From an optimization exercise on the open Yosys and OpenROAD flow, aimed at small area and a short achievable clock period; shortcuts taken in it are not production practice.
Function was checked by simulation only, so behaviour that the tests miss may differ from the original.
No activity file was given, so power comes from the tool's default toggle rates.

Design calc_top, start of the top module:
module calc_top (
  input  logic                      clk_i,
  input  logic                      rst_n_i,
  input  logic                      dispatch_v_i,
  input  logic [32-1:0]       instr_i,
  input  logic [32-1:0]       rs1_data_i,
  input  logic [32-1:0]       rs2_data_i,
  input  logic                      flush_i,
  output logic                      wb_v_o,
  output logic [5-1:0] wb_rd_addr_o,
  output logic [32-1:0]       wb_data_o
);
Settings: LEC_CHECK=0, ABC_CLOCK_PERIOD_IN_PS=3000, CAP_MARGIN=20, CORE_MARGIN=2, CORE_UTILIZATION=40, CTS_BUF_LIST=sky130_fd_sc_hd__clkbuf_8, SETUP_SLACK_MARGIN=4.4, SLEW_MARGIN=20, TNS_END_PERCENT=5; clock period 8.0 ns.
standard.sh (not shown) runs the stock make flow with config.mk's settings and CLKGATE_MAP_FILE= SYNTH_SCRIPT=/design/flow/synth_recipe.tcl, a recipe that flattens the netlist after the stock synthesis.
==> flow/flow/run.sh <==
#!/bin/bash
# The standard layout (the standard.sh, all ORFS stages unchanged) with
# one change: the ports are buffered with buf_2 cells instead of the cell
# buffer_ports picks on its own (clkdlybuf4s50_1). Every port still gets
# its own buffer. make's full output goes to flow_make.log here; each ORFS
# step keeps its own log under orfs/logs/.
set -euo pipefail
bash standard.sh "BUFFER_PORTS_ARGS=-buffer_cell sky130_fd_sc_hd__buf_2" finish > flow_make.log 2>&1
Next try:
Settings changed: CORE_UTILIZATION 40 to 48, SETUP_SLACK_MARGIN 4.4 to 4.2.
Effect: The changed run ran to the end with no violations; total power goes up by 2.0%; final cell count falls by 3.8%; worst setup slack got worse by 0.14 ns; wire length goes up by 1.9%; cell area went down by 4.6%; die area is lower by 16%; clock-buffer cell count rose by 3; global-route usage goes up by 9.3 points; clock skew came out higher by 0.0093 ns; sequential share of layout area rose by 0.65 points; non-clock buffer count decreases by 44.
Next try:
==> flow/run.sh (new file) <==
#!/bin/bash
# synth_recipe.tcl (not shown) runs the flow's synth.tcl, then flattens the netlist and writes it again
# the make line also repeats each setting of config.mk as NAME=value (left out here)
make -C /OpenROAD-flow-scripts/flow DESIGN_CONFIG=/design/flow/config.mk WORK_HOME=/design/flow/orfs CLKGATE_MAP_FILE= SYNTH_SCRIPT=/design/flow/synth_recipe.tcl finish
Settings changed: CORE_UTILIZATION 48 to 40, CTS_BUF_LIST sky130_fd_sc_hd__clkbuf_8 to unset, SETUP_SLACK_MARGIN 4.2 to 4.8, TNS_END_PERCENT 5 to unset.
removed: flow/flow/run.sh
removed: flow/standard.sh
Effect:
- utilization came out higher by 1.8 points
- worst setup slack is better by 0.23 ns
- clock skew came out lower by 0.037 ns
- wire length grows by 9.0%

calc_top again, from the RTL that the note above started with.
clock: 8.0 ns
lec_check: 0
abc_clock_period_in_ps: 2500
cap_margin: 20
core_margin: 2
core_utilization: 40
setup_slack_margin: 5
slew_margin: 20
run.sh (not shown) runs the stock make flow with config.mk's settings and CLKGATE_MAP_FILE= SYNTH_SCRIPT=/design/flow/synth_recipe.tcl, a recipe that flattens the netlist after the stock synthesis.
Stock flow here: none of the scripts above is used.
==> next run, changes <==
==> flow/flow/run.sh (new file) <==
#!/bin/bash
# The standard layout (the standard.sh, all ORFS stages unchanged) with
# one change: the ports are buffered with buf_2 cells instead of the cell
# buffer_ports picks on its own (clkdlybuf4s50_1). Every port still gets
# its own buffer. make's full output goes to flow_make.log here; each ORFS
# step keeps its own log under orfs/logs/.
set -euo pipefail
bash standard.sh "BUFFER_PORTS_ARGS=-buffer_cell sky130_fd_sc_hd__buf_2" finish > flow_make.log 2>&1
==> flow/standard.sh (new file) <==
#!/bin/bash
# synth_recipe.tcl (not shown) runs the flow's synth.tcl, then flattens the netlist and writes it again
# the make line also repeats each setting of config.mk as NAME=value (left out here)
make -C /OpenROAD-flow-scripts/flow DESIGN_CONFIG=/design/flow/config.mk WORK_HOME=/design/flow/orfs CLKGATE_MAP_FILE= SYNTH_SCRIPT=/design/flow/synth_recipe.tcl "${@:-finish}"
Settings changed: ABC_CLOCK_PERIOD_IN_PS 2500 to 3000, CTS_BUF_LIST set to sky130_fd_sc_hd__clkbuf_8, SETUP_SLACK_MARGIN 5 to 3.8, TNS_END_PERCENT set to 5.
removed: flow/run.sh
=> Final area went down by 25%; clock power went down by about 4%; power went down by 16%; register-to-register slack loses 0.61 ns; flip-flop and latch count does not change; non-clock buffer count went down by 371.
==> next run, changes <==
Settings changed: SETUP_SLACK_MARGIN 3.8 to 4.2.
Outcome: Via count grows slightly; utilization grows by 1.1 points; flip-flop and latch count stays the same; maximum frequency grows by roughly a tenth; count of clock-buffer cells in the layout shrinks by 4; power grows slightly; setup slack gains 0.39 ns.

[static timing again, ports no longer ideal]
Ports are ideal in the flow. The routed layouts listed here were re-timed in OpenROAD.
Step 1 sets driving cells, clkbuf_16 on the clock port and buf_2 on the other inputs (assumed; they add their load-dependent delay and slew).
Step 2 also shifts input and output timing later by t, the mid clock arrival at the registers, as if the neighbouring blocks saw the same clock.
a / b / c = ideal / step 1 / step 2; a / b = the first two.
| run | t (ns) | slack for setup (ns) | worst slew at a driven data input, ns |
|---|---|---|---|
| the first run of note 1 | 0.705 | 4.228 / 4.273 / 3.568 | 0.08 |
| the second run of note 1 | 0.709 | 4.084 / 4.084 / 3.507 | 0.08 |
| the third run of note 1 | 0.639 | 4.310 / 4.310 / 4.002 | 0.06 |
| the first run of note 2 | 0.663 | 4.308 / 4.308 / 4.092 | 0.10 |
| the second run of note 2 | 0.706 | 3.694 / 3.694 / 3.368 | 0.06 |
| the third run of note 2 | 0.695 | 4.087 / 4.087 / 3.496 | 0.08 |
After both steps setup and hold are still met in every run listed. The setup slack of the first run of note 1, which loses most, moves by +0.045 ns with the drivers and by -0.660 ns with both steps.
